This is an optimization exercise on Yosys and OpenROAD, whose aim is small area and a short achievable clock period, not a production implementation.
Power and IR drop assume default switching activity.

## rev 12
==> module psum_accumulator, before the edit <==
module psum_accumulator #(
  parameter int T_D_SIZE = 37,
  parameter int O_D_SIZE = 16,
  parameter int F_WIDTH  = 5,
  parameter int LINE_LEN = 32
) (
  input  logic                       clk,
  input  logic                       rst,
  input  logic                       clk_en,
  input  logic [T_D_SIZE-1:0]        psum_i,
  input  logic                       psum_valid_i,
  output logic                       psum_ready_o,
  input  logic [T_D_SIZE-1:0]        bias_i,
  input  logic [4:0]                 shift_i,
  output logic [O_D_SIZE-1:0]        out_data_o,
  output logic                       out_valid_o,
  input  logic                       out_ready_i,
  output logic [$clog2(F_WIDTH)-1:0] pass_o,
  output logic                       row_done_o
);
  localparam int SW = psum_acc_pkg::store_width(T_D_SIZE, F_WIDTH);
  localparam int FW = SW + 1;
  localparam int PW = $clog2(F_WIDTH);
  localparam int CW = (LINE_LEN > 1) ? $clog2(LINE_LEN) : 1;
  localparam logic [CW-1:0] COL_LAST  = CW'(LINE_LEN - 1);
  localparam logic [PW-1:0] PASS_LAST = PW'(F_WIDTH - 1);
  localparam int FB = 3;                    
  localparam int NF = 1 << FB;              
  localparam int UW = O_D_SIZE + NF - 1;    
  localparam int NG = 4;                    
  logic [CW-1:0]       r_col;
  logic [PW-1:0]       r_pass;
  logic                r_first;    
  logic                r_final;    
  logic [UW-1:0]       r_res_u;     
  logic [FB-1:0]       r_res_fine;  
  logic [NG-1:0]       r_res_fits;  
  logic                r_res_neg;   
  logic                r_out_valid;
  logic                r_row_done;
  logic                w_accept;
  logic                w_col_wrap;
  logic [SW-1:0]       w_head;
  logic [FW-1:0]       w_sum;
  assign psum_ready_o = clk_en & ~(r_final & r_out_valid & ~out_ready_i);
  assign w_accept     = psum_valid_i & psum_ready_o;
  assign w_col_wrap   = (r_col == COL_LAST);
  psum_line_buffer #(
    .DEPTH (LINE_LEN),
    .WIDTH (SW)
  ) u_line_buffer (
    .clk     (clk),
    .i_shift (w_accept),
    .i_wdata (w_sum[SW-1:0]),
    .o_head  (w_head)
  );
  logic [FW-1:0] w_head_x;
  logic [FW-1:0] w_psum_x;
  logic [FW-1:0] w_bias_x;
  assign w_head_x = {w_head[SW-1], w_head};
  assign w_psum_x = {{(FW-T_D_SIZE){psum_i[T_D_SIZE-1]}}, psum_i};
  assign w_bias_x = {{(FW-T_D_SIZE){bias_i[T_D_SIZE-1]}}, bias_i};
  logic [FW-1:0] w_head_g;
  logic [FW-1:0] w_bias_g;
  assign w_head_g = r_first ? '0 : w_head_x;
  assign w_bias_g = r_final ? w_bias_x : '0;
  logic [FW-1:0] w_cs_s;
  logic [FW-1:0] w_cs_c;
  assign w_cs_s = w_head_g ^ w_psum_x ^ w_bias_g;
  assign w_cs_c = {(w_head_g[FW-2:0] & w_psum_x[FW-2:0]) |
                   (w_head_g[FW-2:0] & w_bias_g[FW-2:0]) |
                   (w_psum_x[FW-2:0] & w_bias_g[FW-2:0]), 1'b0};
  localparam int LV = $clog2(FW);
  logic [FW-1:0] w_pg_g [LV+1];
  logic [FW-1:0] w_pg_p [LV+1];
  always_comb begin
    w_pg_g[0] = w_cs_s & w_cs_c;
    w_pg_p[0] = w_cs_s ^ w_cs_c;
    for (int l = 0; l < LV; l++) begin
      for (int i = 0; i < FW; i++) begin
        if (i & (1 << l)) begin
          w_pg_g[l+1][i] = w_pg_g[l][i] | (w_pg_p[l][i] & w_pg_g[l][((i >> l) << l) - 1]);
          w_pg_p[l+1][i] = w_pg_p[l][i] & w_pg_p[l][((i >> l) << l) - 1];
        end else begin
          w_pg_g[l+1][i] = w_pg_g[l][i];
          w_pg_p[l+1][i] = w_pg_p[l][i];
        end
      end
    end
  end
  assign w_sum = w_pg_p[0] ^ {w_pg_g[LV][FW-2:0], 1'b0};
  function automatic logic sum_bit(input logic [FW-1:0] v, input integer j);
    sum_bit = (j >= FW) ? v[FW-1] : v[j];
  endfunction
  localparam int NC = 32 / NF;
  logic [NC-1:0] w_co_oh;
  always_comb begin
    for (int k = 0; k < NC; k++) w_co_oh[k] = (shift_i[4:FB] == (5 - FB)'(k));
  end
  logic [UW-1:0] w_u;
  always_comb begin
    for (int i = 0; i < UW; i++) begin
      w_u[i] = 1'b0;
      for (int k = 0; k < NC; k++) w_u[i] = w_u[i] | (w_co_oh[k] & sum_bit(w_sum, i + k * NF));
    end
  end
  logic [FW-2:0] w_top_mask;   
  logic [FW-2:0] w_nb_eq;      
  always_comb begin
    for (int j = 0; j < FW - 1; j++) begin
      w_top_mask[j] = ({27'd0, shift_i} + O_D_SIZE - 1 <= j);
      w_nb_eq[j]    = (w_sum[j] == w_sum[j+1]);
    end
  end
  localparam int NP = FW - O_D_SIZE;        
  localparam int GS = (NP + NG - 1) / NG;   
  logic [FW-2:0] w_pair_ok;
  assign w_pair_ok = w_nb_eq | ~w_top_mask;
  logic [NG-1:0] w_fits_g;
  always_comb begin
    for (int g = 0; g < NG; g++) begin
      w_fits_g[g] = 1'b1;
      for (int j = O_D_SIZE - 1 + g * GS; j < O_D_SIZE - 1 + (g + 1) * GS; j++)
        if (j < FW - 1) w_fits_g[g] = w_fits_g[g] & w_pair_ok[j];
    end
  end
  logic [O_D_SIZE-1:0] w_shl;
  always_comb begin
    for (int i = 0; i < O_D_SIZE; i++) w_shl[i] = r_res_u[i + r_res_fine];
  end
  assign out_data_o = (&r_res_fits) ? w_shl : {r_res_neg, {(O_D_SIZE-1){~r_res_neg}}};
  always_ff @(posedge clk or posedge rst) begin
    if (rst) begin
      r_col       <= '0;
      r_pass      <= '0;
      r_first     <= 1'b1;
      r_final     <= 1'b0;
      r_res_u     <= '0;
      r_res_fine  <= '0;
      r_res_fits  <= '1;
      r_res_neg   <= 1'b0;
      r_out_valid <= 1'b0;
      r_row_done  <= 1'b0;
    end else if (clk_en) begin
      r_row_done <= 1'b0;
      if (r_out_valid && out_ready_i) begin
        r_out_valid <= 1'b0;
      end
      if (w_accept) begin
        r_col <= w_col_wrap ? '0 : r_col + 1'b1;
        if (r_final) begin
          r_res_u     <= w_u;
          r_res_fine  <= shift_i[FB-1:0];
          r_res_fits  <= w_fits_g;
          r_res_neg   <= w_sum[FW-1];
          r_out_valid <= 1'b1;
        end
        if (w_col_wrap) begin
          if (r_final) begin
            r_pass     <= '0;
            r_first    <= 1'b1;
            r_final    <= 1'b0;
            r_row_done <= 1'b1;
          end else begin
            r_pass     <= r_pass + 1'b1;
            r_first    <= 1'b0;
            r_final    <= (r_pass == PASS_LAST - 1'b1);
          end
        end
      end
    end
  end
  assign out_valid_o = r_out_valid;
  assign pass_o      = r_pass;
  assign row_done_o  = r_row_done;
endmodule
==> flow/config.mk <==
export PLATFORM = sky130hd
export DESIGN_NAME = psum_accumulator
export DESIGN_NICKNAME = psum_accumulator
export VERILOG_FILES = /design/flow/design.v
export SDC_FILE = /design/flow/constraint.sdc
export NUM_CORES = 4
export LEC_CHECK = 0
export ABC_AREA = 1
export CAP_MARGIN = 20
export CORE_MARGIN = 2
export CORE_UTILIZATION = 55
export SETUP_SLACK_MARGIN = 5
export SLEW_MARGIN = 20
export BUFFER_PORTS_ARGS = -buffer_cell sky130_fd_sc_hd__buf_2
export CTS_ARGS = -sink_clustering_enable -repair_clock_nets -sink_clustering_size 18 -sink_clustering_max_diameter 70 -buf_list sky130_fd_sc_hd__clkbuf_8 -dont_use_dummy_load
==> flow/constraint.sdc <==
create_clock -name core_clock -period 9.0 [get_ports {clk}]
set_input_delay 1.8000 -clock core_clock [delete_from_list [all_inputs] [get_ports {clk}]]
set_output_delay 1.8000 -clock core_clock [all_outputs]
set_load 0.01 [all_outputs]
standard.sh (not shown) runs the stock make flow with config.mk's settings and CLKGATE_MAP_FILE= SYNTH_SCRIPT=/design/flow/synth_recipe.tcl, a recipe that flattens the netlist after the stock synthesis.
==> flow/flow/run.sh <==
#!/bin/bash
# Standard ORFS layout with three changes to how it is made:
#  - port buffers use a plain buffer cell (flow/extra.mk) instead of the
#    flow's default pick, a slow delay cell;
#  - the clock tree uses clkbuf_8 sink clusters of up to 18 flip-flops and no
#    dummy loads (flow/extra.mk);
#  - synthesis leaves full and half adders to ABC as plain logic instead of
#    mapping them to the slow sky130 fa/ha cells (ADDER_MAP_FILE empty).
#    Registers are untouched: this only changes the combinational mapping.
set -euo pipefail
cat flow/extra.mk >> config.mk
bash standard.sh ADDER_MAP_FILE= finish > standard.log 2>&1
==> flow/flow/extra.mk <==
export BUFFER_PORTS_ARGS = -buffer_cell sky130_fd_sc_hd__buf_2
export CTS_ARGS = -sink_clustering_enable -repair_clock_nets -sink_clustering_size 18 -sink_clustering_max_diameter 70 -buf_list sky130_fd_sc_hd__clkbuf_8 -dont_use_dummy_load
## Diff of input files: rev 13 against rev 12
--- a/flow/design.v
+++ b/flow/design.v
@@ -57,18 +57,19 @@
   logic                r_final;    
   logic [UW-1:0]       r_res_u;     
   logic [FB-1:0]       r_res_fine;  
   logic [NG-1:0]       r_res_fits;  
   logic                r_res_neg;   
   logic                r_out_valid;
+  logic                r_blocked;  
   logic                r_row_done;
   logic                w_accept;
   logic                w_col_wrap;
   logic [SW-1:0]       w_head;
   logic [FW-1:0]       w_sum;
-  assign psum_ready_o = clk_en & ~(r_final & r_out_valid & ~out_ready_i);
+  assign psum_ready_o = clk_en & ~(r_blocked & ~out_ready_i);
   assign w_accept     = psum_valid_i & psum_ready_o;
   assign w_col_wrap   = (r_col == COL_LAST);
   psum_line_buffer #(
     .DEPTH (LINE_LEN),
     .WIDTH (SW)
   ) u_line_buffer (
@@ -90,31 +91,13 @@
   logic [FW-1:0] w_cs_s;
   logic [FW-1:0] w_cs_c;
   assign w_cs_s = w_head_g ^ w_psum_x ^ w_bias_g;
   assign w_cs_c = {(w_head_g[FW-2:0] & w_psum_x[FW-2:0]) |
                    (w_head_g[FW-2:0] & w_bias_g[FW-2:0]) |
                    (w_psum_x[FW-2:0] & w_bias_g[FW-2:0]), 1'b0};
-  localparam int LV = $clog2(FW);
-  logic [FW-1:0] w_pg_g [LV+1];
-  logic [FW-1:0] w_pg_p [LV+1];
-  always_comb begin
-    w_pg_g[0] = w_cs_s & w_cs_c;
-    w_pg_p[0] = w_cs_s ^ w_cs_c;
-    for (int l = 0; l < LV; l++) begin
-      for (int i = 0; i < FW; i++) begin
-        if (i & (1 << l)) begin
-          w_pg_g[l+1][i] = w_pg_g[l][i] | (w_pg_p[l][i] & w_pg_g[l][((i >> l) << l) - 1]);
-          w_pg_p[l+1][i] = w_pg_p[l][i] & w_pg_p[l][((i >> l) << l) - 1];
-        end else begin
-          w_pg_g[l+1][i] = w_pg_g[l][i];
-          w_pg_p[l+1][i] = w_pg_p[l][i];
-        end
-      end
-    end
-  end
-  assign w_sum = w_pg_p[0] ^ {w_pg_g[LV][FW-2:0], 1'b0};
+  assign w_sum  = w_cs_s + w_cs_c;
   function automatic logic sum_bit(input logic [FW-1:0] v, input integer j);
     sum_bit = (j >= FW) ? v[FW-1] : v[j];
   endfunction
   localparam int NC = 32 / NF;
   logic [NC-1:0] w_co_oh;
   always_comb begin
@@ -149,25 +132,34 @@
   end
   logic [O_D_SIZE-1:0] w_shl;
   always_comb begin
     for (int i = 0; i < O_D_SIZE; i++) w_shl[i] = r_res_u[i + r_res_fine];
   end
   assign out_data_o = (&r_res_fits) ? w_shl : {r_res_neg, {(O_D_SIZE-1){~r_res_neg}}};
+  logic w_final_nx;
+  logic w_valid_nx;
+  always_comb begin
+    w_final_nx = r_final;
+    if (w_accept && w_col_wrap) w_final_nx = r_final ? 1'b0 : (r_pass == PASS_LAST - 1'b1);
+    w_valid_nx = (w_accept && r_final) ? 1'b1 : (r_out_valid & ~out_ready_i);
+  end
   always_ff @(posedge clk or posedge rst) begin
     if (rst) begin
+      r_blocked   <= 1'b0;
       r_col       <= '0;
       r_pass      <= '0;
       r_first     <= 1'b1;
       r_final     <= 1'b0;
       r_res_u     <= '0;
       r_res_fine  <= '0;
       r_res_fits  <= '1;
       r_res_neg   <= 1'b0;
       r_out_valid <= 1'b0;
       r_row_done  <= 1'b0;
     end else if (clk_en) begin
+      r_blocked  <= w_final_nx & w_valid_nx;
       r_row_done <= 1'b0;
       if (r_out_valid && out_ready_i) begin
         r_out_valid <= 1'b0;
       end
       if (w_accept) begin
         r_col <= w_col_wrap ? '0 : r_col + 1'b1;
Findings:
- Rev 13 finished all stages; the layout is clean.
- Period utilization in rev 13 is 0.52 points higher than in rev 12
- NOTE: clock group share of total power in rev 13 falls short of that of rev 12
- In rev 13 the worst setup slack after layout turned out 47 ps lower than in rev 12.
- Rev 13 vs. rev 12: instance count after placement with tap cells included went up by about 11%.
- In the tables for rev 12 and rev 13, cell-internal power reads higher with rev 13.
- Global-route wire length before repair went up by a little under 10% going from rev 12 to rev 13.
- Comparing rev 12 and rev 13, the lower number of fill cells was measured on rev 12.
- Summary — multi-input combinational area share, rev 13 relative to rev 12: higher, by 1.6 points.
- met2 capacity usage during global routing ends up higher on rev 13.
- For rev 13, the worst setup path startpoint was r_res_fits[0]$_DFFE_PP1P_, unlike rev 12, where it was out_ready_i.
Function was not checked in any run of this note: the RTL went through the layout flow alone.

[what the ideal ports hide]
No port has a modelled driver above. Below, the same layouts with a new extraction and two added sets of constraints. Step 1, drivers: a clkbuf_16 drives clk and a buf_2 each remaining input, both assumed. Step 2 also shifts input and output timing later by t, the mid clock arrival at the registers, as if the neighbouring blocks saw the same clock. a / b / c = no drivers / after step 1 / after step 2; a / b = the first two.
run	shift t [ns]	setup WS [ns]	worst hold slack (ns)
rev 12	0.723	4.898 / 4.847 / 4.410	0.320 / 0.320 / 0.320
rev 13	0.748	4.851 / 4.792 / 4.308	0.358 / 0.358 / 0.358
After both steps setup and hold are still met in every run listed. For rev 13, which loses most, drivers alone change the setup slack by -0.059 ns; drivers and shift together by -0.543 ns.
